What follows belongs to an exercise in optimizing a design on an open flow for small area; a production flow would make more cautious choices.
RTL that was checked went through simulation tests only; none was proved equivalent to the original.
Function not checked in run 3: the RTL went through the layout flow alone.
In runs 3 to 5 the design's own scripts or RTL, not TritonCTS, make the clock network.
No driver is modelled on the clock port, so clock power and skew are understated where the tree is cut down; a real chip needs a root buffer or a tree.
No activity file was given, so power comes from the tool's default toggle rates.

$ cat flow/run.sh
#!/bin/bash
# The standard layout, with two changes: after floorplan the combinational
# logic is re-mapped for area by OpenROAD's restructure, and the ports are
# buffered by the smallest buffer (sky130_fd_sc_hd__buf_1).
set -euo pipefail
here=$(pwd)
mkdir -p "$here/rsz"
python3 flow/liberty_keep.py "$FLOW_HOME/platforms/sky130hd/lib/sky130_fd_sc_hd__tt_025C_1v80.lib" \
    "$here/rsz/keep.lib" \
    "sky130_fd_sc_hd__probe_p_8 sky130_fd_sc_hd__probec_p_8 sky130_fd_sc_hd__lpflow_*" \
    > liberty_keep.log 2>&1
export RSZ_LIB="$here/rsz/keep.lib"
export RSZ_DIR="$here/rsz"
bash standard.sh "POST_FLOORPLAN_TCL=$here/flow/restructure.tcl" \
    "BUFFER_PORTS_ARGS=-buffer_cell sky130_fd_sc_hd__buf_1" \
    "CTS_ARGS=-sink_clustering_enable -repair_clock_nets -buf_list sky130_fd_sc_hd__clkbuf_16 -root_buf sky130_fd_sc_hd__clkbuf_16 -sink_clustering_size 100 -sink_clustering_max_diameter 500 -sink_buffer_max_cap_derate 1.0 -dont_use_dummy_load" finish > flow_make.log 2>&1
$ cat flow/liberty_keep.py
# Writes a copy of a liberty file without the cells the platform marks
# don't-use, for OpenROAD's restructure (its ABC run ignores set_dont_use).
# usage: python3 liberty_keep.py IN.lib OUT.lib "pattern pattern ..."
import fnmatch
import re
import sys

src, dst, pats = sys.argv[1], sys.argv[2], sys.argv[3].split()
text = open(src).read()
out = []
pos = 0
for m in re.finditer(r'\n(\s*)cell\s*\(\s*"?([\w]+)"?\s*\)\s*\{', text):
    if m.start() < pos:
        continue
    name = m.group(2)
    # find the end of this cell group by brace matching
    depth = 0
    i = m.end() - 1
    while True:
        c = text[i]
        if c == '{':
            depth += 1
        elif c == '}':
            depth -= 1
            if depth == 0:
                break
        i += 1
    if any(fnmatch.fnmatch(name, p) for p in pats):
        out.append(text[pos:m.start()])
        pos = i + 1
out.append(text[pos:])
open(dst, 'w').write(''.join(out))
$ cat flow/restructure.tcl
# Re-map the combinational logic for area with OpenROAD's restructure (ABC),
# after floorplan and before placement. Registers are left as they are.
restructure -target area \
    -liberty_file $::env(RSZ_LIB) \
    -tielo_port sky130_fd_sc_hd__conb_1/LO \
    -tiehi_port sky130_fd_sc_hd__conb_1/HI \
    -work_dir $::env(RSZ_DIR) \
    -abc_logfile $::env(RSZ_DIR)/abc.log
report_design_area
$ cat standard.sh
#!/bin/bash
# synth_recipe.tcl (not shown) runs the flow's synth.tcl, then flattens the netlist and writes it again
# the make line also repeats each setting of config.mk as NAME=value (left out here)
make -C /OpenROAD-flow-scripts/flow DESIGN_CONFIG=/design/flow/config.mk WORK_HOME=/design/flow/orfs CLKGATE_MAP_FILE= SYNTH_SCRIPT=/design/flow/synth_recipe.tcl "${@:-finish}"
$ cat config.mk
export PLATFORM = sky130hd
export DESIGN_NAME = ts_pes_reassembler_core
export DESIGN_NICKNAME = ts_pes_reassembler_core
export VERILOG_FILES = /design/flow/design.v
export SDC_FILE = /design/flow/constraint.sdc
export NUM_CORES = 4
export LEC_CHECK = 0
export CAP_MARGIN = 0
export CELL_PAD_IN_SITES_DETAIL_PLACEMENT = 0
export CELL_PAD_IN_SITES_GLOBAL_PLACEMENT = 0
export CORE_MARGIN = 2
export CORE_UTILIZATION = 60
export CTS_BUF_LIST = sky130_fd_sc_hd__clkbuf_8
export GPL_TIMING_DRIVEN = 0
export PLACE_DENSITY = 0.75
export SLEW_MARGIN = 0
$ cat constraint.sdc
create_clock -name core_clock -period 6.5 [get_ports {clk}]
set_input_delay 1.3000 -clock core_clock [delete_from_list [all_inputs] [get_ports {clk}]]
set_output_delay 1.3000 -clock core_clock [all_outputs]
set_load 0.01 [all_outputs]
$ cat design.v
package tspes_pkg;
    localparam int PACKET_BYTES = 188;
    localparam logic [7:0] POS_BASE = 8'(256 - PACKET_BYTES);
endpackage
module tspes_beat_fifo
(
    input  logic        clk,
    input  logic        rst_n,
    input  logic        push,
    input  logic [7:0]  din,
    input  logic        pop,
    input  logic        clear,
    output logic [7:0]  head,
    output logic        not_empty,
    output logic        full,
    output logic        one
);
    logic [7:0] mem_reg [1:5];
    logic [2:0] count_reg;
    logic [5:1] at;
    assign at[1] = !count_reg[1] &&  count_reg[0];
    assign at[2] = !count_reg[2] &&  count_reg[1];
    assign at[3] =  count_reg[2] &&  count_reg[0];
    assign at[4] =  count_reg[1] && !count_reg[0];
    assign at[5] =  count_reg[2] && !count_reg[1];
    assign not_empty = count_reg[2] || count_reg[0];
    assign full      = at[5];
    assign one       = at[1];
    always_comb
    begin
        head = '0;
        for (int i = 1; i <= 5; i++)
            head = head | ({8{at[i]}} & mem_reg[i]);
    end
    always_ff @(posedge clk)
    begin
        if (push)
        begin
            mem_reg[1] <= din;
            for (int i = 2; i <= 5; i++)
                mem_reg[i] <= mem_reg[i-1];
        end
    end
    always_ff @(posedge clk or negedge rst_n)
    begin
        if (!rst_n)
            count_reg <= '0;
        else if (clear)
            count_reg <= '0;
        else if (push && !pop)
            count_reg <= {count_reg[1:0], !count_reg[2]};
        else if (pop && !push)
            count_reg <= {!count_reg[0], count_reg[2:1]};
    end
endmodule
import tspes_pkg::*;
module ts_pes_reassembler_core
(
    input  logic                clk,
    input  logic                rst_n,
    input  logic                ts_valid,
    output logic                ts_stall,
    input  logic [7:0]   ts_byte,
    output logic                pes_valid,
    input  logic                pes_stall,
    output logic [7:0]   pes_byte,
    output logic                pes_end,
    output logic [7:0]   pes_stream_id,
    output logic [15:0]         pes_total_length
);
    logic [7:0]  pos_reg;       
    logic        open_reg;      
    logic [15:0] left_reg;      
    logic [7:0]  sid_reg;
    logic [15:0] tot_reg;       
    logic        accept, taking, owed, hold, push, pop, clear;
    logic        at4, at5, at6, at7, at8, at9, past3, in_hdr;
    logic        cand, cand_next;
    logic        q_not_empty, q_full, q_one;
    logic [7:0]  pos_flip;
    logic        pos_wrap;
    logic [15:0] left_flip, tot_flip;
    logic        load_hi, load_lo;
    assign at4    = (pos_reg == POS_BASE + 8'd4);
    assign at5    = (pos_reg == POS_BASE + 8'd5);
    assign at6    = (pos_reg == POS_BASE + 8'd6);
    assign at7    = (pos_reg == POS_BASE + 8'd7);
    assign at8    = (pos_reg == POS_BASE + 8'd8);
    assign at9    = (pos_reg == POS_BASE + 8'd9);
    assign past3  = (pos_reg >= POS_BASE + 8'd4);
    assign in_hdr = (pos_reg >= POS_BASE + 8'd5) && (pos_reg <= POS_BASE + 8'd9);
    assign taking = open_reg && (left_reg != '0);
    assign cand   = !open_reg && q_not_empty;
    assign owed   = open_reg && (left_reg == '0);
    assign hold   = cand && in_hdr && !(at9 && ts_valid);
    assign ts_stall = (q_full && pes_stall) || (at4 && owed && (pes_stall || !q_one));
    assign accept   = ts_valid && !ts_stall;
    always_comb
    begin
        if (at4)
            cand_next = !taking && (ts_byte == 8'h00);
        else if (at5)
            cand_next = cand && (ts_byte == 8'h00);
        else if (at6)
            cand_next = cand && (ts_byte == 8'h01);
        else
            cand_next = cand;
    end
    assign push    = accept && ((cand_next && (at4 || in_hdr)) || (taking && past3));
    assign clear   = accept && cand && (at5 || at6) && !cand_next;
    assign load_hi = accept && cand && at8;
    assign load_lo = accept && cand && at9;
    always_comb
    begin
        logic t;
        t = accept;
        for (int i = 0; i < 8; i++)
        begin
            pos_flip[i] = t;
            t = t && pos_reg[i];
        end
        pos_wrap = t;
        t = accept && taking && past3;
        for (int i = 0; i < 8; i++)
        begin
            left_flip[i] = t;
            t = t && !left_reg[i];
        end
        t = accept && taking && past3 && (left_reg[7:0] == 8'd0);
        for (int i = 8; i < 16; i++)
        begin
            left_flip[i] = t;
            t = t && !left_reg[i];
        end
        t = push;
        for (int i = 0; i < 8; i++)
        begin
            tot_flip[i] = t;
            t = t && tot_reg[i];
        end
        t = push && (tot_reg[7:0] == 8'hff);
        for (int i = 8; i < 16; i++)
        begin
            tot_flip[i] = t;
            t = t && tot_reg[i];
        end
    end
    always_ff @(posedge clk)
    begin
        if (accept)
        begin
            if (cand && at7)
                sid_reg <= ts_byte;
        end
        left_reg[15:8] <= load_hi ? ts_byte : (left_reg[15:8] ^ left_flip[15:8]);
        left_reg[7:0]  <= load_lo ? ts_byte : (left_reg[7:0] ^ left_flip[7:0]);
        tot_reg <= (accept && cand && at7) ? 16'd4 : (tot_reg ^ tot_flip);
    end
    always_ff @(posedge clk or negedge rst_n)
    begin
        if (!rst_n)
        begin
            pos_reg  <= POS_BASE;
            open_reg <= 1'b0;
        end
        else
        begin
            pos_reg <= (pos_reg ^ pos_flip) | (POS_BASE & {8{pos_wrap}});
            if (load_lo)
                open_reg <= 1'b1;
            else if (pes_end && !pes_stall)
                open_reg <= 1'b0;
        end
    end
    assign pop = pes_valid && !pes_stall;
    tspes_beat_fifo u_fifo
    (
        .clk       (clk),
        .rst_n     (rst_n),
        .push      (push),
        .din       (ts_byte),
        .pop       (pop),
        .clear     (clear),
        .head      (pes_byte),
        .not_empty (q_not_empty),
        .full      (q_full),
        .one       (q_one)
    );
    assign pes_valid        = q_not_empty && !hold;
    assign pes_end          = owed && q_one;
    assign pes_stream_id    = pes_end ? sid_reg : 8'd0;
    assign pes_total_length = pes_end ? tot_reg : 16'd0;
endmodule
==> impl_metrics.prom, run 1 <==
# TYPE chip_impl_metric gauge
chip_impl_metric{name="place_hpwl",unit="mm"} 5.40
chip_impl_info{name="post_synth_main_area_contributors",value="edfxtp_1 35%, dfxtp_1 15%, ha_1 11%"} 1
chip_impl_info{name="holdCritPathClass",value="register to register"} 1
chip_impl_metric{name="syn_to_final_growth",unit="%"} 5.36
chip_impl_metric{name="synth.top_cell.area_share",unit="%"} 34.9
chip_impl_metric{name="design.core.area",unit="um^2"} 6720
chip_impl_metric{name="remaining_drc_errors",unit=""} 0
chip_impl_metric{name="wl",unit="mm"} 8.05
chip_impl_metric{name="power_density",unit="nW/um^2"} 429
chip_impl_metric{name="final.period_utilization",unit="%"} 85.2
chip_impl_metric{name="max_cap_violations",unit=""} 0
chip_impl_metric{name="multi_input_area",unit="um^2"} 1200
chip_impl_metric{name="first_pass_iters",unit=""} 5
chip_impl_metric{name="max_slew.worst_pin.slew",unit="ns"} 1.16
chip_impl_metric{name="drt-wirelength-per-cell",unit="um"} 16.2
chip_impl_metric{name="cts-root-to-sink-buffers",unit=""} 2
chip_impl_metric{name="path_clk_slew",unit="ns"} 0.06
chip_impl_metric{name="fin_util",unit="%"} 64.8
chip_impl_metric{name="slew_headroom",unit="%"} 21.8
chip_impl_metric{name="setup_violations",unit=""} 0
chip_impl_metric{name="drt.antenna.violating_nets",unit=""} 0
chip_impl_metric{name="largest_register_ff_count",unit=""} 40
chip_impl_metric{name="dr.first_iter.drc_count",unit=""} 270
chip_impl_metric{name="yosysSeqAreaShare",unit="%"} 57.7
chip_impl_metric{name="cts_resized",unit=""} 0
chip_impl_metric{name="hold_viol_final",unit=""} 0
chip_impl_metric{name="syn_area",unit="um^2"} 4140
chip_impl_metric{name="num-nets-final",unit=""} 430
chip_impl_metric{name="grt.overflow.total",unit=""} 0
chip_impl_metric{name="synth-edff-count",unit=""} 48
chip_impl_metric{name="io_pins",unit=""} 47
chip_impl_metric{name="first_global_vias",unit=""} 2665
chip_impl_metric{name="first_pass_grt_wire_length",unit="mm"} 12.9
chip_impl_metric{name="clk_latency",unit="ns"} 0.33
chip_impl_metric{name="finalWeightedCongestion",unit=""} 0.859
chip_impl_metric{name="core.rowCount",unit=""} 30
chip_impl_metric{name="htree_num_levels",unit=""} 3
chip_impl_metric{name="grt_usage",unit="%"} 22.4
chip_impl_info{name="setup_repair_after_global_routing_missed_its_margin",value="false"} 1
chip_impl_metric{name="synthesized_netlist_net_count",unit=""} 395
chip_impl_metric{name="initial_antenna_violation_count",unit=""} 0
chip_impl_metric{name="routed_via_density",unit=""} 5.91
chip_impl_info{name="cp-start-kind",value="input pin"} 1
chip_impl_info{name="synth_flop_cell",value="edfxtp_1"} 1
chip_impl_metric{name="die_y",unit="um"} 87.0
chip_impl_metric{name="max-vdd-ir-drop",unit="mV"} 0.209
chip_impl_metric{name="layout.cells.non_filler",unit=""} 496
chip_impl_metric{name="initial_utilization",unit="%"} 61.5
chip_impl_metric{name="finalMaxSlewViolations",unit=""} 0
chip_impl_metric{name="chipWidth",unit="um"} 87.0
chip_impl_metric{name="final_layout_size_suffix_gt1_share",unit="%"} 3.37
chip_impl_metric{name="postCtsSetupRepairBufs",unit=""} 0
chip_impl_info{name="path_class",value="input pin to register"} 1
chip_impl_metric{name="post_synth_num_cell_types",unit=""} 47
chip_impl_info{name="tritoncts",value="built"} 1
chip_impl_metric{name="worst-endpoint-arrival",unit="ns"} 5.78
chip_impl_info{name="synth_area_leader_cell",value="edfxtp_1"} 1
chip_impl_metric{name="postSynthAreaPerCell",unit="um^2"} 11.9
chip_impl_metric{name="die_area",unit="um^2"} 7570
chip_impl_metric{name="summed_negative_setup_slack_over_all_endpoints",unit="ns"} 0
chip_impl_metric{name="cts_hold_buffers",unit=""} 0
chip_impl_info{name="setup.worst_path.end_class",value="register"} 1
chip_impl_metric{name="fraction_of_synthesis_flops_using_an_asynchronous_set_or_reset_pin",unit="%"} 13.0
chip_impl_metric{name="seqCellArea",unit="um^2"} 2380
chip_impl_metric{name="cp.required",unit="ns"} 6.75
chip_impl_info{name="clk_root_buffer_cell",value="clkbuf_16"} 1
chip_impl_metric{name="number_of_register_bits_inferred_by_synthesis",unit=""} 92
chip_impl_metric{name="power.leakage",unit="uW"} 0.00150
chip_impl_metric{name="crit_fanout",unit=""} 5
chip_impl_metric{name="finalHoldWorstSlack",unit="ns"} 0.444
chip_impl_metric{name="ys.warnings.count",unit=""} 3
chip_impl_metric{name="netlist_instances",unit=""} 347
chip_impl_metric{name="period_needed",unit="ns"} 5.54
chip_impl_metric{name="route.vias.total",unit=""} 2929
chip_impl_info{name="status",value="timing/DRC/antenna clean"} 1
chip_impl_metric{name="fmax",unit="GHz"} 0.181
chip_impl_info{name="post-synth-top-count-cell",value="edfxtp_1"} 1
chip_impl_metric{name="port_buffers",unit=""} 46
chip_impl_metric{name="antenna_cells_inserted",unit=""} 0
chip_impl_info{name="synthTopCellsByCount",value="48 x edfxtp_1, 36 x ha_1, 34 x inv_1, 32 x dfxtp_1, 27 x and2_1"} 1
chip_impl_metric{name="fillers",unit=""} 521
chip_impl_metric{name="placed_cells",unit=""} 487
chip_impl_metric{name="grt_start_max_net_pins",unit=""} 42
chip_impl_metric{name="final_skew",unit="ns"} 0.0158
chip_impl_metric{name="cts_num_sinks",unit=""} 92
chip_impl_metric{name="numCtsBuffers",unit=""} 9
==> per-layer routing <==
layer / routed length (um) / track usage, %
met1: 3620 / 31.5
met5: 0 / 0
met4: 70 / 7.39
met2: 3900 / 34.1
met3: 460 / 5.88
==> metrics by stage <==
stage | instance area (um^2) | total power (uW) | setup WS (ns)
after global routing | 4360 | 1990 | 0.448
final | 4360 | 1870 | 0.964
after CTS | 4360 | 1880 | 1.12
after floorplan | 4140 | 944 | 1.62
after detailed placement | 4130 | 1450 | 0.745
after global placement | 4110 | 1430 | 0.887
==> critical path: stages <==
cell and delay (ns):
buf_1 0.15, or4_1 0.55, nor4_1 0.31, o221ai_1 0.20, a41oi_1 0.30, clkinv_1 0.09
o22ai_1 0.14, o21ai_0 0.29, nor4_1 0.52, clkinv_1 0.15, nor2_1 0.20, clkinv_1 0.11
nor2_1 0.17, clkinv_1 0.11, nor2_1 0.16, nand2_1 0.11, nor2_1 0.14, clkinv_1 0.10
nor2_1 0.14, clkinv_1 0.11, nor2_1 0.18, nor2_1 0.06, a211oi_1 0.16
==> power breakdown <==
group,internal (uW),switching (uW),total [uW]
combinational,198,303,502
sequential,814,128,942
clock,243,183,426
total,1260,614,1870
==> path summary, 6_finish.rpt <==
path                       cells after the start  slack, ns                               to                      startpoint
hold reg to reg                                0       0.44   u_fifo.mem_reg[2][1]$_DFFE_PN_  u_fifo.mem_reg[1][1]$_DFFE_PN_
setup reg to reg                              20       2.04           tot_reg[15]$_SDFF_PP0_             left_reg[1]$_DFF_P_
hold / removal                                 0       0.44   u_fifo.mem_reg[2][1]$_DFFE_PN_  u_fifo.mem_reg[1][1]$_DFFE_PN_
setup / recovery                              23       0.96           tot_reg[15]$_SDFF_PP0_                      ts_byte[1]
min in group asynchronous                      1       0.98  u_fifo.count_reg[0]$_DFFE_PN0P_                           rst_n
max in group asynchronous                      1       5.09             open_reg$_DFFE_PN0P_                           rst_n
==> final cells by class <==
class                   count  share of cell area [%]
inverters                  70                    6.03
multi-input cells         198                    27.5
well taps                  80                    2.30
repair buffers             47                    4.31
flip-flops and latches     92                    54.7
clock buffers               9                    5.17
==> placed cells by master, fill, tap and decap left out, drive strengths merged, types with 10 or more instances in the layout <==
cell / Yosys / layout
clkinv: 0 / 69
nor2: 27 / 56
edfxtp: 48 / 48
buf: 1 / 47
dfxtp: 32 / 32
a22o: 8 / 16
nand2: 6 / 15
nor2b: 16 / 13
a211oi: 0 / 12
a222oi: 0 / 11
dfrtp: 10 / 10
==> kinds of logic after synthesis <==
| family | synth area share [%] |
|---|---|
| adder cells (fa/ha/maj) | 10.9 |
| flip-flops | 57.7 |
| buffers and inverters | 4.30 |
| XOR/XNOR | 1.06 |
| AND/OR/NAND/NOR | 15.2 |
| AO/OA/AOI/OAI | 10.8 |
==> run 2, diff against run 1 <==
==> flow/run.sh (replaced) <==
#!/bin/bash
# The standard layout, with two changes: after floorplan the combinational
# logic is re-mapped for area by OpenROAD's restructure, and the ports are
# buffered by the smallest buffer (sky130_fd_sc_hd__buf_1). TritonCTS runs
# without dummy loads.
set -euo pipefail
here=$(pwd)
mkdir -p "$here/rsz"
python3 flow/liberty_keep.py "$FLOW_HOME/platforms/sky130hd/lib/sky130_fd_sc_hd__tt_025C_1v80.lib" \
    "$here/rsz/keep.lib" \
    "sky130_fd_sc_hd__probe_p_8 sky130_fd_sc_hd__probec_p_8 sky130_fd_sc_hd__lpflow_*" \
    > liberty_keep.log 2>&1
export RSZ_LIB="$here/rsz/keep.lib"
export RSZ_DIR="$here/rsz"
bash standard.sh "POST_FLOORPLAN_TCL=$here/flow/restructure.tcl" \
    "BUFFER_PORTS_ARGS=-buffer_cell sky130_fd_sc_hd__buf_1" \
    "CTS_ARGS=-sink_clustering_enable -repair_clock_nets -buf_list sky130_fd_sc_hd__clkbuf_8 -dont_use_dummy_load" finish > flow_make.log 2>&1
==> impl_metrics.prom, run 2 <==
# TYPE chip_impl_metric gauge
chip_impl_metric{name="numCtsBuffers",unit=""} 9
chip_impl_metric{name="synth.top_cell.area_share",unit="%"} 34.9
chip_impl_metric{name="dr.first_iter.drc_count",unit=""} 231
chip_impl_info{name="path_class",value="input pin to register"} 1
chip_impl_info{name="setup.worst_path.end_class",value="register"} 1
chip_impl_metric{name="cts-root-to-sink-buffers",unit=""} 2
chip_impl_info{name="holdPathEnd",value="u_fifo.mem_reg[2][1]$_DFFE_PN_"} 1
chip_impl_metric{name="routed_length_on_met3",unit="um"} 443
chip_impl_info{name="clk_root_buffer_cell",value="clkbuf_8"} 1
chip_impl_metric{name="worst-endpoint-arrival",unit="ns"} 5.69
chip_impl_info{name="min-delay-start",value="u_fifo.mem_reg[1][1]$_DFFE_PN_"} 1
chip_impl_metric{name="antenna_cells_inserted",unit=""} 0
chip_impl_metric{name="largest_register_ff_count",unit=""} 40
chip_impl_metric{name="max_cap_violations",unit=""} 0
chip_impl_info{name="cp-start-kind",value="input pin"} 1
chip_impl_info{name="synthTopCellsByCount",value="48 x edfxtp_1, 36 x ha_1, 34 x inv_1, 32 x dfxtp_1, 27 x and2_1"} 1
chip_impl_metric{name="port_buffers",unit=""} 46
chip_impl_metric{name="syn_area",unit="um^2"} 4140
chip_impl_metric{name="grt_usage",unit="%"} 22.1
chip_impl_metric{name="die_area",unit="um^2"} 7570
chip_impl_metric{name="fraction_of_synthesis_flops_using_an_asynchronous_set_or_reset_pin",unit="%"} 13.0
chip_impl_metric{name="grt_start_max_net_pins",unit=""} 42
chip_impl_metric{name="final.period_utilization",unit="%"} 83.3
chip_impl_metric{name="core.rowCount",unit=""} 30
chip_impl_metric{name="first_pass_grt_wire_length",unit="mm"} 12.8
chip_impl_metric{name="postCtsSetupRepairBufs",unit=""} 0
chip_impl_metric{name="slew_headroom",unit="%"} 22.3
chip_impl_metric{name="crit_fanout",unit=""} 5
chip_impl_metric{name="first_pass_iters",unit=""} 4
chip_impl_info{name="setup_repair_after_global_routing_missed_its_margin",value="false"} 1
chip_impl_metric{name="max-vdd-ir-drop",unit="mV"} 0.212
chip_impl_metric{name="grt.overflow.total",unit=""} 0
chip_impl_metric{name="hold_path_depth",unit=""} 0
chip_impl_info{name="synth_area_leader_cell",value="edfxtp_1"} 1
chip_impl_info{name="post-synth-top-count-cell",value="edfxtp_1"} 1
chip_impl_info{name="most_frequent_cells_in_the_layout",value="69 x clkinv_1, 55 x nor2_1, 48 x edfxtp_1"} 1
chip_impl_metric{name="path_clk_slew",unit="ns"} 0.09
chip_impl_metric{name="cts_num_sinks",unit=""} 92
chip_impl_metric{name="initial_utilization",unit="%"} 61.5
chip_impl_metric{name="drt-wirelength-per-cell",unit="um"} 16.0
chip_impl_metric{name="yosysSeqAreaShare",unit="%"} 57.7
chip_impl_metric{name="met1_length",unit="mm"} 3.62
chip_impl_metric{name="syn_to_final_growth",unit="%"} 2.90
chip_impl_metric{name="num-nets-final",unit=""} 430
chip_impl_metric{name="number_of_register_bits_inferred_by_synthesis",unit=""} 92
chip_impl_metric{name="netlist_instances",unit=""} 347
chip_impl_metric{name="routed_via_density",unit=""} 5.85
chip_impl_metric{name="cp.required",unit="ns"} 6.77
chip_impl_metric{name="initial_antenna_violation_count",unit=""} 0
chip_impl_metric{name="clk_latency",unit="ns"} 0.35
chip_impl_metric{name="cts_hold_buffers",unit=""} 0
chip_impl_info{name="layout.cells.most_common",value="clkinv_1"} 1
chip_impl_info{name="post_synth_main_area_contributors",value="edfxtp_1 35%, dfxtp_1 15%, ha_1 11%"} 1
chip_impl_metric{name="cts_resized",unit=""} 0
chip_impl_metric{name="ys.warnings.count",unit=""} 3
chip_impl_info{name="worst_setup_path_startpoint",value="ts_byte[3]"} 1
chip_impl_metric{name="first_global_vias",unit=""} 2718
chip_impl_metric{name="finalWeightedCongestion",unit=""} 0.859
chip_impl_metric{name="postSynthAreaPerCell",unit="um^2"} 11.9
chip_impl_metric{name="finalMaxSlewViolations",unit=""} 0
chip_impl_info{name="r2r-start",value="left_reg[1]$_DFF_P_"} 1
chip_impl_metric{name="met2RoutedLength",unit="mm"} 3.81
chip_impl_info{name="synth_flop_cell",value="edfxtp_1"} 1
chip_impl_metric{name="post_synth_num_cell_types",unit=""} 47
chip_impl_info{name="worst_r2r_endpoint",value="tot_reg[15]$_SDFF_PP0_"} 1
chip_impl_metric{name="hold_viol_final",unit=""} 0
chip_impl_metric{name="final_skew",unit="ns"} 0.0286
chip_impl_metric{name="htree_num_levels",unit=""} 3
chip_impl_metric{name="io_pins",unit=""} 47
chip_impl_metric{name="summed_negative_setup_slack_over_all_endpoints",unit="ns"} 0
chip_impl_info{name="holdCritPathClass",value="register to register"} 1
chip_impl_metric{name="fmax",unit="GHz"} 0.185
chip_impl_metric{name="place_hpwl",unit="mm"} 5.40
chip_impl_metric{name="reg2regPathDepth",unit=""} 20
chip_impl_metric{name="synth-edff-count",unit=""} 48
chip_impl_info{name="tritoncts",value="built"} 1
chip_impl_metric{name="power.leakage",unit="uW"} 0.00146
chip_impl_metric{name="timing.reg2reg.setup_slack",unit="ns"} 2.14
chip_impl_metric{name="finalHoldWorstSlack",unit="ns"} 0.437
chip_impl_metric{name="drt.antenna.violating_nets",unit=""} 0
chip_impl_metric{name="wl",unit="mm"} 7.95
chip_impl_metric{name="synthesized_netlist_net_count",unit=""} 395
chip_impl_metric{name="max_slew.worst_pin.slew",unit="ns"} 1.15
chip_impl_metric{name="power_density",unit="nW/um^2"} 407
chip_impl_metric{name="setup_violations",unit=""} 0
chip_impl_metric{name="period_needed",unit="ns"} 5.41
chip_impl_metric{name="final_layout_size_suffix_gt1_share",unit="%"} 3.37
chip_impl_info{name="status",value="timing/DRC/antenna clean"} 1
chip_impl_metric{name="chipWidth",unit="um"} 87.0
chip_impl_metric{name="die_y",unit="um"} 87.0
chip_impl_info{name="maxUsedRoutingLayer",value="met4"} 1
chip_impl_metric{name="route.vias.total",unit=""} 2904
chip_impl_metric{name="fillers",unit=""} 541
chip_impl_metric{name="design.core.area",unit="um^2"} 6720
chip_impl_metric{name="remaining_drc_errors",unit=""} 0
run 2: cell families (layout without fill, tap and decap cells):
group | Yosys count | in the layout | share of synthesized area (%)
xor gates and xnor gates | 5 | 0 | 1.06
adders and majority gates | 36 | 0 | 10.9
DFF | 92 | 92 | 57.7
buffers and inverters | 47 | 126 | 4.30
and+or+nand+nor | 111 | 112 | 15.2
AOI/OAI and AO/OA | 56 | 86 | 10.8
run 2: how the worst max path moves through the flow:
| stage | endpoint | slack (ns) | cells after the start |
|---|---|---|---|
| after floorplan | tot_reg[6]$_SDFF_PP0_ | 1.62 | 14 |
| after global routing | tot_reg[15]$_SDFF_PP0_ | 0.47 | 23 |
| after CTS | u_fifo.count_reg[1]$_DFFE_PN0P_ | 1.14 | 12 |
| final | tot_reg[15]$_SDFF_PP0_ | 1.09 | 23 |
| after detailed placement | u_fifo.count_reg[1]$_DFFE_PN0P_ | 0.74 | 12 |
| after global placement | u_fifo.count_reg[1]$_DFFE_PN0P_ | 0.89 | 12 |
run 2: metal layers:
layer | up-vias | track usage (%)
met5 | - | 0
met3 | 6 | 6.26
li1 | 1424 | -
met4 | 0 | 7.10
met2 | 91 | 34.1
met1 | 1383 | 30.3
run 2: area by class of cell:
cell class,instances,area [um^2],area share [%]
multi-input cells,198,1200,28.1
repair buffers,47,188,4.41
flip-flops and latches,92,2380,56.0
well taps,80,100,2.35
inverters,70,263,6.17
clock buffers,9,124,2.91
run 2: power breakdown:
| part | switching (uW) | leakage, uW | total, uW | internal, uW |
|---|---|---|---|---|
| clock | 167 | 0.0000647 | 291 | 124 |
| sequential | 128 | 0.000852 | 941 | 812 |
| combinational | 303 | 0.000540 | 501 | 198 |
run 2: worst max-delay path, stage by stage:
cell	delay (ns)
buf_1	0.19
or4_1	0.52
nor4_1	0.31
o221ai_1	0.20
a41oi_1	0.30
clkinv_1	0.10
o22ai_1	0.14
o21ai_0	0.28
nor4_1	0.51
clkinv_1	0.16
nor2_1	0.17
clkinv_1	0.11
nor2_1	0.15
clkinv_1	0.10
nor2_1	0.16
nand2_1	0.11
nor2_1	0.14
clkinv_1	0.10
nor2_1	0.14
clkinv_1	0.11
nor2_1	0.18
nor2_1	0.06
a211oi_1	0.16
run 2: metrics by stage:
stage	setup WS [ns]	power (uW)	instance area, um^2	instances	utilization [%]
floorplan	1.62	944	4140	347	-
global placement	0.887	1430	4110	486	61.2
detailed placement	0.745	1450	4130	487	61.5
CTS	1.14	1740	4260	496	63.3
global route	0.473	1840	4260	496	63.3
finish	1.09	1730	4260	496	63.3
==> run 3, diff against run 2 <==
--- a/design.v
+++ b/design.v
@@ -92,7 +92,7 @@
     assign taking = open_reg && (left_reg != '0);
     assign cand   = !open_reg && q_not_empty;
     assign owed   = open_reg && (left_reg == '0);
-    assign hold   = cand && in_hdr && !(at9 && ts_valid);
+    assign hold   = cand && !(at9 && ts_valid);
     assign ts_stall = (q_full && pes_stall) || (at4 && owed && (pes_stall || !q_one));
     assign accept   = ts_valid && !ts_stall;
     always_comb
@@ -106,7 +106,7 @@
         else
             cand_next = cand;
     end
-    assign push    = accept && ((cand_next && (at4 || in_hdr)) || (taking && past3));
+    assign push    = accept && (cand_next || (taking && past3));
     assign clear   = accept && cand && (at5 || at6) && !cand_next;
     assign load_hi = accept && cand && at8;
     assign load_lo = accept && cand && at9;
==> flow/run.sh (replaced) <==
#!/bin/bash
# The standard layout, with three changes: after floorplan the combinational
# logic is re-mapped for area by OpenROAD's restructure; the ports are
# buffered by the smallest buffer (sky130_fd_sc_hd__buf_1); and the clock
# port drives a few clock buffers directly, one per group of registers
# (flow/clock_groups.tcl), instead of TritonCTS's two-level tree.
set -euo pipefail
here=$(pwd)
mkdir -p "$here/rsz"
python3 flow/liberty_keep.py "$FLOW_HOME/platforms/sky130hd/lib/sky130_fd_sc_hd__tt_025C_1v80.lib" \
    "$here/rsz/keep.lib" \
    "sky130_fd_sc_hd__probe_p_8 sky130_fd_sc_hd__probec_p_8 sky130_fd_sc_hd__lpflow_*" \
    > liberty_keep.log 2>&1
export RSZ_LIB="$here/rsz/keep.lib"
export RSZ_DIR="$here/rsz"
bash standard.sh "POST_FLOORPLAN_TCL=$here/flow/restructure.tcl" \
    "BUFFER_PORTS_ARGS=-buffer_cell sky130_fd_sc_hd__buf_1" \
    "PRE_CTS_TCL=$here/flow/clock_groups.tcl" finish > flow_make.log 2>&1
==> flow/clock_groups.tcl (new file) <==
# Sourced before CTS (PRE_CTS_TCL). Replaces TritonCTS with a one-level
# clock distribution: the registers are split into $::mcts_nbuf compact
# groups (each time halving the longer side of a group's bounding box) and
# the clock port drives one clock buffer per group, placed at the group's
# centre. The groups are the same size, so the registers' clock arrivals
# stay balanced; detailed placement in the CTS step legalizes the buffers.
set ::mcts_nbuf 3
set ::mcts_cell sky130_fd_sc_hd__clkbuf_16

proc mcts_split {items n} {
  if {$n <= 1} { return [list $items] }
  set xs {}
  set ys {}
  foreach s $items {
    lappend xs [lindex $s 0]
    lappend ys [lindex $s 1]
  }
  set xs [lsort -integer $xs]
  set ys [lsort -integer $ys]
  set w [expr {[lindex $xs end] - [lindex $xs 0]}]
  set h [expr {[lindex $ys end] - [lindex $ys 0]}]
  set k [expr {$w >= $h ? 0 : 1}]
  set items [lsort -integer -index $k $items]
  set n1 [expr {$n / 2}]
  set cut [expr {[llength $items] * $n1 / $n}]
  return [concat [mcts_split [lrange $items 0 [expr {$cut - 1}]] $n1] \
                 [mcts_split [lrange $items $cut end] [expr {$n - $n1}]]]
}

proc clock_tree_synthesis {args} {
  set db [ord::get_db]
  set block [ord::get_db_block]
  set master [$db findMaster $::mcts_cell]
  set clk [$block findNet clk]
  set sinks {}
  foreach it [$clk getITerms] {
    set bb [[$it getInst] getBBox]
    set x [expr {([$bb xMin] + [$bb xMax]) / 2}]
    set y [expr {([$bb yMin] + [$bb yMax]) / 2}]
    lappend sinks [list $x $y $it]
  }
  set g 0
  foreach group [mcts_split $sinks $::mcts_nbuf] {
    set net [odb::dbNet_create $block "clknet_grp_$g"]
    $net setSigType CLOCK
    set sx 0
    set sy 0
    foreach s $group {
      lassign $s x y it
      set sx [expr {$sx + $x}]
      set sy [expr {$sy + $y}]
      $it disconnect
      $it connect $net
    }
    set cnt [llength $group]
    set buf [odb::dbInst_create $block $master "clkbuf_grp_$g"]
    $buf setLocation [expr {$sx / $cnt}] [expr {$sy / $cnt}]
    $buf setPlacementStatus PLACED
    [$buf findITerm A] connect $clk
    [$buf findITerm X] connect $net
    puts "clock group $g: $cnt registers, buffer $::mcts_cell"
    incr g
  }
  set_propagated_clock [all_clocks]
}
==> impl_metrics.prom, run 3 <==
# TYPE chip_impl_metric gauge
chip_impl_info{name="status",value="timing/DRC/antenna clean"} 1
chip_impl_metric{name="grt.overflow.total",unit=""} 0
chip_impl_metric{name="grt_start_max_net_pins",unit=""} 32
chip_impl_metric{name="placed_cells",unit=""} 490
chip_impl_metric{name="io_pins",unit=""} 47
chip_impl_metric{name="timing.reg2reg.setup_slack",unit="ns"} 1.09
chip_impl_metric{name="summed_negative_setup_slack_over_all_endpoints",unit="ns"} 0
chip_impl_metric{name="slew_headroom",unit="%"} 37.9
chip_impl_info{name="worst_r2r_endpoint",value="tot_reg[15]$_SDFF_PP0_"} 1
chip_impl_info{name="post-synth-top-count-cell",value="edfxtp_1"} 1
chip_impl_metric{name="chipWidth",unit="um"} 86.5
chip_impl_metric{name="layout.cells.non_filler",unit=""} 495
chip_impl_metric{name="max_cap_violations",unit=""} 0
chip_impl_metric{name="max-vdd-ir-drop",unit="mV"} 0.161
chip_impl_info{name="synth_area_leader_cell",value="edfxtp_1"} 1
chip_impl_metric{name="grt.met2_usage",unit="%"} 36.1
chip_impl_metric{name="route.vias.total",unit=""} 2875
chip_impl_info{name="synth_flop_cell",value="edfxtp_1"} 1
chip_impl_metric{name="finalMaxSlewViolations",unit=""} 0
chip_impl_metric{name="first_pass_iters",unit=""} 5
chip_impl_metric{name="antenna_cells_inserted",unit=""} 0
chip_impl_metric{name="remaining_drc_errors",unit=""} 0
chip_impl_metric{name="max_slew.worst_pin.slew",unit="ns"} 0.923
chip_impl_metric{name="drt-wirelength-per-cell",unit="um"} 16.6
chip_impl_metric{name="place_hpwl",unit="mm"} 5.68
chip_impl_metric{name="final_layout_size_suffix_gt1_share",unit="%"} 3.61
chip_impl_metric{name="core.rowCount",unit=""} 30
chip_impl_metric{name="post_synth_num_cell_types",unit=""} 50
chip_impl_metric{name="ys.warnings.count",unit=""} 3
chip_impl_info{name="post_synth_main_area_contributors",value="edfxtp_1 35%, dfxtp_1 16%, ha_1 11%"} 1
chip_impl_metric{name="grt_usage",unit="%"} 21.0
chip_impl_info{name="endpoint",value="tot_reg[15]$_SDFF_PP0_"} 1
chip_impl_metric{name="routed_via_density",unit=""} 5.81
chip_impl_metric{name="setup_violations",unit=""} 0
chip_impl_metric{name="wl",unit="mm"} 8.23
chip_impl_metric{name="largest_register_ff_count",unit=""} 40
chip_impl_info{name="globalRoute.busiestLayer",value="met2"} 1
chip_impl_metric{name="yosysSeqAreaShare",unit="%"} 58.3
chip_impl_info{name="path_class",value="input pin to register"} 1
chip_impl_metric{name="power.leakage",unit="uW"} 0.00145
chip_impl_metric{name="syn_to_final_growth",unit="%"} 4.44
chip_impl_metric{name="num-nets-final",unit=""} 429
chip_impl_metric{name="crit_fanout",unit=""} 16
chip_impl_metric{name="hold_viol_final",unit=""} 0
chip_impl_metric{name="path_clk_slew",unit="ns"} 0.11
chip_impl_metric{name="first_pass_grt_wire_length",unit="mm"} 12.7
chip_impl_metric{name="synth-edff-count",unit=""} 48
chip_impl_metric{name="fraction_of_synthesis_flops_using_an_asynchronous_set_or_reset_pin",unit="%"} 13.0
chip_impl_metric{name="postSynthAreaPerCell",unit="um^2"} 12.3
chip_impl_metric{name="fmax",unit="GHz"} 0.167
chip_impl_metric{name="period_needed",unit="ns"} 5.98
chip_impl_metric{name="global_routing_met1_resource_utilization",unit="%"} 30.7
chip_impl_info{name="setup.worst_path.end_class",value="register"} 1
chip_impl_metric{name="grt_util_met3",unit="%"} 1.05
chip_impl_metric{name="initial_antenna_violation_count",unit=""} 0
chip_impl_metric{name="cp.required",unit="ns"} 6.61
chip_impl_metric{name="drt.antenna.violating_nets",unit=""} 0
chip_impl_metric{name="dr.first_iter.drc_count",unit=""} 263
chip_impl_metric{name="final_skew",unit="ns"} 0.00766
chip_impl_info{name="r2r-start",value="left_reg[4]$_DFF_P_"} 1
chip_impl_metric{name="first_global_vias",unit=""} 2672
chip_impl_metric{name="number_of_register_bits_inferred_by_synthesis",unit=""} 92
chip_impl_metric{name="port_buffers",unit=""} 46
chip_impl_metric{name="fin_total_pwr",unit="uW"} 1630
chip_impl_metric{name="initial_utilization",unit="%"} 61.2
chip_impl_metric{name="netlist_instances",unit=""} 331
chip_impl_metric{name="clk_latency",unit="ns"} 0.17
chip_impl_metric{name="fin_util",unit="%"} 63.9
chip_impl_metric{name="die_area",unit="um^2"} 7490
chip_impl_info{name="most_frequent_cells_in_the_layout",value="75 x clkinv_1, 59 x nor2_1, 48 x edfxtp_1"} 1
chip_impl_metric{name="power_density",unit="nW/um^2"} 381
chip_impl_metric{name="syn_area",unit="um^2"} 4090
chip_impl_metric{name="reg2regPathDepth",unit=""} 26
chip_impl_info{name="synthTopCellsByCount",value="48 x edfxtp_1, 36 x ha_1, 32 x dfxtp_1, 26 x and2_1, 26 x inv_1"} 1
chip_impl_metric{name="worst-endpoint-arrival",unit="ns"} 6.09
chip_impl_info{name="holdCritPathClass",value="register to register"} 1
chip_impl_metric{name="design.core.area",unit="um^2"} 6680
chip_impl_metric{name="synth.top_cell.area_share",unit="%"} 35.3
chip_impl_metric{name="final.period_utilization",unit="%"} 92.0
chip_impl_info{name="layout.cells.most_common",value="clkinv_1"} 1
chip_impl_metric{name="cts_hold_buffers",unit=""} 0
chip_impl_info{name="worst_setup_path_startpoint",value="ts_byte[1]"} 1
chip_impl_metric{name="die_y",unit="um"} 86.5
chip_impl_info{name="cp-start-kind",value="input pin"} 1
chip_impl_metric{name="synthesized_netlist_net_count",unit=""} 379
chip_impl_metric{name="finalWeightedCongestion",unit=""} 0.814
## run 3: kinds of logic after synthesis
kind of cell | Yosys count | synth area share [%]
compound gates | 46 | 8.05
xor+xnor | 5 | 1.07
fa+ha+maj | 36 | 11.0
buf+inv | 38 | 3.92
flops | 92 | 58.3
mux | 7 | 1.71
simple gates | 107 | 15.9
## run 3: repair_timing
item	CTS	global route
buffers inserted	1	0
resized for setup	0	6
endpoints found under the setup margin	2	3
cloned	1	0
pin swaps	1	0
## run 3: where the power goes
| group | internal, uW | switching, uW | leakage [uW] |
|---|---|---|---|
| sequential | 782 | 118 | 0.000850 |
| clock | 85.9 | 138 | 0.0000370 |
| combinational | 200 | 304 | 0.000566 |
| total | 1070 | 559 | 0.00145 |
## run 3: metal layers
metal  part of all wire, %  vias up
met1                    45     1385
met3                   4.0        8
met4                  0.91        0
met2                    50       73
li1                      -     1409
met5                     0        -
## run 3: area by class of cell
class,count,area (um^2)
Timing Repair Buffer,48,195
Buffer,3,75.1
Multi-Input combinational cell,197,1230
Inverter,75,282
Sequential cell,92,2380
Fill cell,548,2410
Tap cell,80,100
## run 3: per-stage QoR
stage	worst slack, ns	hold WS (ns)	cell area, um^2
after floorplan	1.52	0.426	4090
after global placement	-3.03	0.430	4110
after detailed placement	-0.418	0.436	4140
after CTS	0.243	0.463	4230
after global routing	-0.00608	0.481	4270
final	0.518	0.464	4270
## run 3: worst min path at each step
stage	start	endpoint	slack [ns]	cells past startpoint
3_5_place_dp	u_fifo.mem_reg[2][6]$_DFFE_PN_	u_fifo.mem_reg[3][6]$_DFFE_PN_	0.44	0
2_1_floorplan	u_fifo.mem_reg[3][0]$_DFFE_PN_	u_fifo.mem_reg[4][0]$_DFFE_PN_	0.43	0
5_1_grt	u_fifo.mem_reg[3][3]$_DFFE_PN_	u_fifo.mem_reg[4][3]$_DFFE_PN_	0.48	0
4_1_cts	u_fifo.mem_reg[2][6]$_DFFE_PN_	u_fifo.mem_reg[3][6]$_DFFE_PN_	0.46	0
6_report	u_fifo.mem_reg[2][6]$_DFFE_PN_	u_fifo.mem_reg[3][6]$_DFFE_PN_	0.46	0
3_3_place_gp	u_fifo.mem_reg[3][3]$_DFFE_PN_	u_fifo.mem_reg[4][3]$_DFFE_PN_	0.43	0
## run 3: worst max-delay path, stage by stage
cell      delay (ns)
buf_1           0.16
or4_1           0.61
nor4_4          0.22
or4b_4          0.55
a31oi_4         0.22
buf_8           0.19
clkinv_1        0.17
nor2_2          0.14
clkinv_1        0.13
nor3_2          0.23
nand2_1         0.17
nor3_2          0.19
nand2_1         0.11
nor2_1          0.15
clkinv_1        0.10
nor2_1          0.15
clkinv_1        0.10
nor2_1          0.14
clkinv_1        0.10
nor2_1          0.17
clkinv_1        0.11
nor2_1          0.15
clkinv_1        0.11
nor2_1          0.15
o21ai_0         0.10
a21oi_1         0.14
==> run 4, diff against run 3 <==
--- a/design.v
+++ b/design.v
@@ -92,7 +92,7 @@
     assign taking = open_reg && (left_reg != '0);
     assign cand   = !open_reg && q_not_empty;
     assign owed   = open_reg && (left_reg == '0);
-    assign hold   = cand && !(at9 && ts_valid);
+    assign hold   = cand && in_hdr && !(at9 && ts_valid);
     assign ts_stall = (q_full && pes_stall) || (at4 && owed && (pes_stall || !q_one));
     assign accept   = ts_valid && !ts_stall;
     always_comb
@@ -106,7 +106,7 @@
         else
             cand_next = cand;
     end
-    assign push    = accept && (cand_next || (taking && past3));
+    assign push    = accept && ((cand_next && (at4 || in_hdr)) || (taking && past3));
     assign clear   = accept && cand && (at5 || at6) && !cand_next;
     assign load_hi = accept && cand && at8;
     assign load_lo = accept && cand && at9;
--- a/config.mk
+++ b/config.mk
@@ -9,8 +9,8 @@
 export CELL_PAD_IN_SITES_DETAIL_PLACEMENT = 0
 export CELL_PAD_IN_SITES_GLOBAL_PLACEMENT = 0
 export CORE_MARGIN = 2
-export CORE_UTILIZATION = 60
+export CORE_UTILIZATION = 75
 export CTS_BUF_LIST = sky130_fd_sc_hd__clkbuf_8
 export GPL_TIMING_DRIVEN = 0
-export PLACE_DENSITY = 0.75
+export PLACE_DENSITY = 0.85
 export SLEW_MARGIN = 0
==> impl_metrics.prom, run 4 <==
# TYPE chip_impl_metric gauge
chip_impl_metric{name="design.core.area",unit="um^2"} 5410
chip_impl_info{name="holdCritPathClass",value="register to register"} 1
chip_impl_info{name="post-synth-top-count-cell",value="edfxtp_1"} 1
chip_impl_metric{name="max-vdd-ir-drop",unit="mV"} 0.279
chip_impl_metric{name="port_buffers",unit=""} 46
chip_impl_metric{name="wl",unit="mm"} 7.85
chip_impl_metric{name="finalWeightedCongestion",unit=""} 0.872
chip_impl_metric{name="path_clk_slew",unit="ns"} 0.11
chip_impl_metric{name="synth.top_cell.area_share",unit="%"} 34.9
chip_impl_metric{name="p_switching",unit="uW"} 569
chip_impl_metric{name="synthesized_netlist_net_count",unit=""} 395
chip_impl_metric{name="die_y",unit="um"} 78.3
chip_impl_info{name="layout.cells.most_common",value="clkinv_1"} 1
chip_impl_metric{name="initial_utilization",unit="%"} 76.5
chip_impl_metric{name="grt_usage",unit="%"} 25.8
chip_impl_info{name="post_synth_main_area_contributors",value="edfxtp_1 35%, dfxtp_1 15%, ha_1 11%"} 1
chip_impl_info{name="holdPathEnd",value="u_fifo.mem_reg[3][4]$_DFFE_PN_"} 1
chip_impl_metric{name="crit_fanout",unit=""} 5
chip_impl_metric{name="hold_path_depth",unit=""} 0
chip_impl_metric{name="final.period_utilization",unit="%"} 85.6
chip_impl_info{name="worst_r2r_endpoint",value="tot_reg[15]$_SDFF_PP0_"} 1
chip_impl_metric{name="synth-edff-count",unit=""} 48
chip_impl_metric{name="drt.antenna.violating_nets",unit=""} 0
chip_impl_metric{name="place_hpwl",unit="mm"} 5.66
chip_impl_info{name="cpMostUsedCell",value="nor2_1"} 1
chip_impl_info{name="crit_path_top_delay_cell",value="or4_1"} 1
chip_impl_metric{name="reg2regPathDepth",unit=""} 20
chip_impl_metric{name="clk_latency",unit="ns"} 0.17
chip_impl_metric{name="share_clk_of_total_power",unit="%"} 13.1
chip_impl_info{name="r2r-start",value="left_reg[1]$_DFF_P_"} 1
chip_impl_info{name="path_class",value="input pin to register"} 1
chip_impl_metric{name="fraction_of_synthesis_flops_using_an_asynchronous_set_or_reset_pin",unit="%"} 13.0
chip_impl_metric{name="period_needed",unit="ns"} 5.56
chip_impl_metric{name="die_area",unit="um^2"} 6120
chip_impl_metric{name="postSynthAreaPerCell",unit="um^2"} 11.9
chip_impl_metric{name="dr.first_iter.drc_count",unit=""} 297
chip_impl_metric{name="first_global_vias",unit=""} 2827
chip_impl_metric{name="post_synth_num_cell_types",unit=""} 47
chip_impl_metric{name="io_pins",unit=""} 47
chip_impl_metric{name="worst-endpoint-arrival",unit="ns"} 5.65
chip_impl_metric{name="num-nets-final",unit=""} 424
chip_impl_info{name="synth_flop_cell",value="edfxtp_1"} 1
chip_impl_info{name="worstPathCellList",value="buf_1, or4_1, nor4_1, o221ai_1, a41oi_1, clkinv_1, o22ai_1, o21ai_0, nor4_1, clkinv_1, nor2_1, clkinv_1, nor2_1, clkinv_1, nor2_1, nand2_1, nor2_1, clkinv_1, nor2_1, clkinv_1, nor2_1, nor2_1, a211oi_1"} 1
chip_impl_info{name="status",value="timing/DRC/antenna clean"} 1
chip_impl_metric{name="internal_power",unit="uW"} 1100
chip_impl_metric{name="largest_register_ff_count",unit=""} 40
chip_impl_metric{name="postCtsSetupRepairBufs",unit=""} 0
chip_impl_metric{name="summed_negative_setup_slack_over_all_endpoints",unit="ns"} 0
chip_impl_metric{name="cts_hold_buffers",unit=""} 0
chip_impl_metric{name="placed_cells",unit=""} 479
chip_impl_metric{name="layout.cells.non_filler",unit=""} 482
chip_impl_metric{name="cts_resized",unit=""} 0
chip_impl_metric{name="fmax",unit="GHz"} 0.180
chip_impl_metric{name="syn_area",unit="um^2"} 4140
chip_impl_metric{name="power_switching_share",unit="%"} 34.2
chip_impl_info{name="min-delay-start",value="u_fifo.mem_reg[2][4]$_DFFE_PN_"} 1
chip_impl_metric{name="grt.overflow.total",unit=""} 0
chip_impl_metric{name="critical-path-max-stage-delay",unit="ns"} 0.51
chip_impl_metric{name="yosysSeqAreaShare",unit="%"} 57.7
chip_impl_info{name="most_frequent_cells_in_the_layout",value="69 x clkinv_1, 55 x nor2_1, 48 x edfxtp_1"} 1
chip_impl_metric{name="timing.reg2reg.setup_slack",unit="ns"} 2.14
chip_impl_metric{name="antenna_cells_inserted",unit=""} 0
chip_impl_metric{name="final_layout_size_suffix_gt1_share",unit="%"} 1.95
chip_impl_metric{name="final_skew",unit="ns"} 0.00891
chip_impl_info{name="synthTopCellsByCount",value="48 x edfxtp_1, 36 x ha_1, 34 x inv_1, 32 x dfxtp_1, 27 x and2_1"} 1
chip_impl_metric{name="number_of_register_bits_inferred_by_synthesis",unit=""} 92
chip_impl_metric{name="slew_headroom",unit="%"} 17.4
chip_impl_metric{name="remaining_drc_errors",unit=""} 0
chip_impl_metric{name="grt_start_max_net_pins",unit=""} 42
chip_impl_metric{name="initial_antenna_violation_count",unit=""} 0
chip_impl_metric{name="first_pass_iters",unit=""} 7
chip_impl_metric{name="fin_total_pwr",unit="uW"} 1660
chip_impl_metric{name="placed_cell_area",unit="um^2"} 4120
chip_impl_info{name="cp-start-kind",value="input pin"} 1
chip_impl_metric{name="chipWidth",unit="um"} 78.3
chip_impl_metric{name="fillers",unit=""} 374
chip_impl_metric{name="power.leakage",unit="uW"} 0.00143
chip_impl_metric{name="first_pass_grt_wire_length",unit="mm"} 12.8
chip_impl_metric{name="route.vias.total",unit=""} 2931
chip_impl_metric{name="finalMaxSlewViolations",unit=""} 0
chip_impl_metric{name="power_density",unit="nW/um^2"} 397
chip_impl_metric{name="core.rowCount",unit=""} 27
chip_impl_metric{name="netlist_instances",unit=""} 347
chip_impl_metric{name="design_area",unit="um^2"} 4200
chip_impl_metric{name="hold_viol_final",unit=""} 0
chip_impl_metric{name="routed_via_density",unit=""} 6.08
chip_impl_metric{name="ys.warnings.count",unit=""} 3
chip_impl_metric{name="power.share.combinational",unit="%"} 30.3
chip_impl_metric{name="power.share.sequential",unit="%"} 56.6
chip_impl_metric{name="max_slew.worst_pin.slew",unit="ns"} 1.22
chip_impl_metric{name="syn_to_final_growth",unit="%"} 1.48
chip_impl_metric{name="max_cap_violations",unit=""} 0
chip_impl_info{name="setup_repair_after_global_routing_missed_its_margin",value="false"} 1
chip_impl_metric{name="drt-wirelength-per-cell",unit="um"} 16.3
chip_impl_info{name="synth_area_leader_cell",value="edfxtp_1"} 1
chip_impl_metric{name="cp.required",unit="ns"} 6.59
chip_impl_metric{name="setup_violations",unit=""} 0
chip_impl_info{name="setup.worst_path.end_class",value="register"} 1
-- run 4: logic make-up after synthesis --
| logic type | Yosys count | share of synthesized area, % |
|---|---|---|
| AO/OA/AOI/OAI | 56 | 10.8 |
| flip-flops | 92 | 57.7 |
| buffers and inverters | 47 | 4.30 |
| adder cells (fa/ha/maj) | 36 | 10.9 |
| AND/OR/NAND/NOR | 111 | 15.2 |
| XOR/XNOR | 5 | 1.06 |
-- run 4: power by group through the flow --
stage	combinational, uW	clock, uW	sequential, uW
5_1_grt	570	237	960
4_1_cts	507	224	941
2_1_floorplan	241	0	704
3_5_place_dp	507	0	953
6_report	505	219	942
3_3_place_gp	478	0	941
-- run 4: cell type report --
type / instances / area [um^2] / share of cell area (%)
timing repair buffer: 47 / 188 / 4.47
tap: 72 / 90.1 / 2.15
buffer: 3 / 75.1 / 1.79
sequential: 92 / 2380 / 56.8
inverter: 70 / 263 / 6.26
multi-input combinational: 198 / 1200 / 28.5
-- run 4: stage by stage --
step                util, %  hold slack, ns  setup WS, ns
CTS                    77.6           0.458         0.985
detailed placement     76.3           0.439         0.856
finish                 77.6           0.457         0.938
global route           77.6           0.462         0.409
floorplan                 -           0.426          1.62
global placement       75.9           0.432         0.969
-- run 4: worst max-delay path by stage --
stage | start | end | slack (ns) | cells after the start
6_report | ts_byte[3] | tot_reg[15]$_SDFF_PP0_ | 0.94 | 23
2_1_floorplan | ts_byte[4] | tot_reg[6]$_SDFF_PP0_ | 1.62 | 14
4_1_cts | ts_byte[3] | tot_reg[15]$_SDFF_PP0_ | 0.99 | 23
3_3_place_gp | ts_byte[0] | u_fifo.count_reg[0]$_DFFE_PN0P_ | 0.97 | 12
5_1_grt | ts_byte[3] | tot_reg[15]$_SDFF_PP0_ | 0.41 | 23
3_5_place_dp | ts_byte[0] | u_fifo.count_reg[0]$_DFFE_PN0P_ | 0.86 | 12
-- run 4: worst max-delay path: cells and delay by family --
kind | cells | cell delay [ns]
simple gates | 11 | 2.42
compound gates | 5 | 1.11
buf+inv | 7 | 0.83
-- run 4: layer usage --
| layer | GRT usage [%] | vias up | wire length, um |
|---|---|---|---|
| li1 | - | 1418 | - |
| met1 | 34.8 | 1383 | 3190 |
| met2 | 45.6 | 110 | 3990 |
| met3 | 1.95 | 20 | 479 |
| met4 | 6.84 | 0 | 184 |
| met5 | 0 | - | 0 |
==> run 5, diff against run 4 <==
--- a/config.mk
+++ b/config.mk
@@ -9,8 +9,8 @@
 export CELL_PAD_IN_SITES_DETAIL_PLACEMENT = 0
 export CELL_PAD_IN_SITES_GLOBAL_PLACEMENT = 0
 export CORE_MARGIN = 2
-export CORE_UTILIZATION = 75
+export CORE_UTILIZATION = 60
 export CTS_BUF_LIST = sky130_fd_sc_hd__clkbuf_8
 export GPL_TIMING_DRIVEN = 0
-export PLACE_DENSITY = 0.85
+export PLACE_DENSITY = 0.75
 export SLEW_MARGIN = 0
==> impl_metrics.prom, run 5 <==
# TYPE chip_impl_metric gauge
chip_impl_info{name="r2r-start",value="left_reg[1]$_DFF_P_"} 1
chip_impl_metric{name="final_skew",unit="ns"} 0.00749
chip_impl_metric{name="postCtsSetupRepairBufs",unit=""} 0
chip_impl_metric{name="number_of_register_bits_inferred_by_synthesis",unit=""} 92
chip_impl_info{name="synthTopCellsByCount",value="48 x edfxtp_1, 36 x ha_1, 34 x inv_1, 32 x dfxtp_1, 27 x and2_1"} 1
chip_impl_metric{name="drt-wirelength-per-cell",unit="um"} 16.0
chip_impl_metric{name="post_synth_num_cell_types",unit=""} 47
chip_impl_info{name="holdCritPathClass",value="register to register"} 1
chip_impl_metric{name="finalWeightedCongestion",unit=""} 0.859
chip_impl_metric{name="placed_cells",unit=""} 487
chip_impl_metric{name="grt_start_max_net_pins",unit=""} 42
chip_impl_info{name="post_synth_main_area_contributors",value="edfxtp_1 35%, dfxtp_1 15%, ha_1 11%"} 1
chip_impl_metric{name="netlist_instances",unit=""} 347
chip_impl_info{name="worst_setup_path_startpoint",value="ts_byte[3]"} 1
chip_impl_metric{name="worst-endpoint-arrival",unit="ns"} 5.72
chip_impl_metric{name="summed_negative_setup_slack_over_all_endpoints",unit="ns"} 0
chip_impl_metric{name="hold_viol_final",unit=""} 0
chip_impl_metric{name="synth-edff-count",unit=""} 48
chip_impl_metric{name="max-vdd-ir-drop",unit="mV"} 0.179
chip_impl_metric{name="multi_input_area",unit="um^2"} 1200
chip_impl_metric{name="crit_fanout",unit=""} 5
chip_impl_metric{name="initial_utilization",unit="%"} 61.5
chip_impl_metric{name="first_pass_grt_wire_length",unit="mm"} 12.6
chip_impl_metric{name="final_layout_size_suffix_gt1_share",unit="%"} 1.95
chip_impl_metric{name="design_area",unit="um^2"} 4210
chip_impl_metric{name="power_density",unit="nW/um^2"} 396
chip_impl_metric{name="cts_hold_buffers",unit=""} 0
chip_impl_metric{name="cts_resized",unit=""} 0
chip_impl_info{name="setup_repair_after_global_routing_missed_its_margin",value="false"} 1
chip_impl_metric{name="grt_usage",unit="%"} 20.5
chip_impl_metric{name="synthesized_netlist_net_count",unit=""} 395
chip_impl_metric{name="die_y",unit="um"} 87.0
chip_impl_metric{name="dr.first_iter.drc_count",unit=""} 279
chip_impl_metric{name="initial_antenna_violation_count",unit=""} 0
chip_impl_metric{name="max_slew.worst_pin.slew",unit="ns"} 1.17
chip_impl_metric{name="syn_area",unit="um^2"} 4140
chip_impl_metric{name="largest_register_ff_count",unit=""} 40
chip_impl_info{name="most_frequent_cells_in_the_layout",value="69 x clkinv_1, 55 x nor2_1, 48 x edfxtp_1"} 1
chip_impl_metric{name="design.core.area",unit="um^2"} 6720
chip_impl_info{name="min-delay-start",value="u_fifo.mem_reg[3][2]$_DFFE_PN_"} 1
chip_impl_metric{name="first_pass_iters",unit=""} 5
chip_impl_metric{name="fmax",unit="GHz"} 0.178
chip_impl_metric{name="synth.top_cell.area_share",unit="%"} 34.9
chip_impl_metric{name="remaining_drc_errors",unit=""} 0
chip_impl_metric{name="syn_to_final_growth",unit="%"} 1.72
chip_impl_metric{name="cp.required",unit="ns"} 6.60
chip_impl_info{name="path_class",value="input pin to register"} 1
chip_impl_metric{name="clk_latency",unit="ns"} 0.17
chip_impl_metric{name="place_hpwl",unit="mm"} 5.40
chip_impl_info{name="endpoint",value="tot_reg[15]$_SDFF_PP0_"} 1
chip_impl_metric{name="finalMaxSlewViolations",unit=""} 0
chip_impl_info{name="setup.worst_path.end_class",value="register"} 1
chip_impl_metric{name="first_global_vias",unit=""} 2619
chip_impl_metric{name="timing.reg2reg.setup_slack",unit="ns"} 2.09
chip_impl_metric{name="setup_violations",unit=""} 0
chip_impl_metric{name="seqCellArea",unit="um^2"} 2380
chip_impl_metric{name="power.leakage",unit="uW"} 0.00143
chip_impl_metric{name="die_area",unit="um^2"} 7570
chip_impl_info{name="status",value="timing/DRC/antenna clean"} 1
chip_impl_metric{name="final.period_utilization",unit="%"} 86.6
chip_impl_metric{name="placed_cell_area",unit="um^2"} 4130
chip_impl_info{name="layout.cells.most_common",value="clkinv_1"} 1
chip_impl_info{name="cp-start-kind",value="input pin"} 1
chip_impl_metric{name="postSynthAreaPerCell",unit="um^2"} 11.9
chip_impl_metric{name="fraction_of_synthesis_flops_using_an_asynchronous_set_or_reset_pin",unit="%"} 13.0
chip_impl_metric{name="io_pins",unit=""} 47
chip_impl_metric{name="chipWidth",unit="um"} 87.0
chip_impl_metric{name="route.vias.total",unit=""} 2854
chip_impl_metric{name="reg2regPathDepth",unit=""} 20
chip_impl_metric{name="slew_headroom",unit="%"} 20.6
chip_impl_metric{name="ys.warnings.count",unit=""} 3
## run 5: cell counts after synthesis
Identical to the previous run, type by type.
## run 5: layout make-up
class / count / share of cell area [%]
tap: 80 / 2.38
multi-input combinational: 198 / 28.4
sequential: 92 / 56.7
inverter: 70 / 6.25
timing repair buffer: 47 / 4.46
buffer: 3 / 1.78
## run 5: where the power goes
| group | internal, uW | leakage, uW | switching [uW] |
|---|---|---|---|
| Combinational | 198 | 0.000540 | 301 |
| Sequential | 811 | 0.000852 | 129 |
| Clock | 86.0 | 0.0000370 | 139 |
| Total | 1100 | 0.00143 | 569 |
## run 5: how the worst min path moves through the flow
stage / slack [ns] / cells past startpoint / end
3_5_place_dp: 0.44 / 0 / u_fifo.mem_reg[5][0]$_DFFE_PN_
3_3_place_gp: 0.43 / 0 / u_fifo.mem_reg[4][3]$_DFFE_PN_
6_report: 0.47 / 0 / u_fifo.mem_reg[4][2]$_DFFE_PN_
5_1_grt: 0.48 / 0 / u_fifo.mem_reg[2][4]$_DFFE_PN_
4_1_cts: 0.47 / 0 / u_fifo.mem_reg[4][2]$_DFFE_PN_
2_1_floorplan: 0.43 / 0 / u_fifo.mem_reg[3][0]$_DFFE_PN_
## run 5: logic make-up after synthesis
family	synth area share, %
AOI/OAI and AO/OA	10.8
xor gates and xnor gates	1.06
adders and majority gates	10.9
buffers and inverters	4.30
DFF	57.7
and+or+nand+nor	15.2
## run 5: critical path: stages
cell      delay, ns
buf_1          0.19
or4_1          0.52
nor4_1         0.31
o221ai_1       0.20
a41oi_1        0.32
clkinv_1       0.10
o22ai_1        0.14
o21ai_0        0.28
nor4_1         0.52
clkinv_1       0.16
nor2_1         0.17
clkinv_1       0.10
nor2_1         0.15
clkinv_1       0.10
nor2_1         0.16
nand2_1        0.11
nor2_1         0.14
clkinv_1       0.10
nor2_1         0.14
clkinv_1       0.10
nor2_1         0.18
nor2_1         0.06
a211oi_1       0.16
## run 5: per-stage QoR
stage | hold WS [ns] | setup slack [ns] | util [%]
detailed placement | 0.437 | 0.745 | 61.5
global route | 0.478 | 0.282 | 62.6
CTS | 0.467 | 0.966 | 62.6
floorplan | 0.426 | 1.62 | -
finish | 0.468 | 0.874 | 62.6
global placement | 0.430 | 0.887 | 61.2
## run 5: metal layers
layer	global-route usage, %	share of wire [%]	wire length [um]	vias up
met4	4.12	1.3	102	0
met5	0	0	0	-
li1	-	-	-	1407
met1	31.8	47	3680	1381
met3	1.42	3.9	303	11
met2	32.1	48	3740	55

port drivers added, routing unchanged:
The flow's constraints put no driver on any port. The routed layouts listed below were extracted and timed again, unchanged, in two steps.
Step 1 (the two cells are an assumption about what drives the block):
set clk [get_ports {clk}]
set_driving_cell -lib_cell sky130_fd_sc_hd__clkbuf_16 $clk
set_driving_cell -lib_cell sky130_fd_sc_hd__buf_2 [delete_from_list [all_inputs] $clk]
Step 2, shift: input delay + t, output delay - t, t = (earliest + latest rising clock arrival at the registers) / 2. This alone moves slack from input paths to output paths.
a / b / c = no drivers / after step 1 / after step 2; a / b = the first two.
run | t (ns) | setup slack, ns | worst setup path after step 2 | worst data-port slew with drivers (ns)
run 1 | 0.355 | 0.964 / 0.968 / 0.613 | input to register | 0.04
run 2 | 0.365 | 1.086 / 1.091 / 0.725 | input to register | 0.03
run 3 | 0.232 | 0.518 / 0.563 / 0.330 | input to register | 0.04
run 4 | 0.226 | 0.938 / 0.976 / 0.750 | input to register | 0.04
run 5 | 0.235 | 0.874 / 0.920 / 0.685 | input to register | 0.04
After both steps every run listed still meets setup and hold. The setup slack of run 2, which loses most, moves by +0.005 ns with the drivers and by -0.361 ns with both steps.
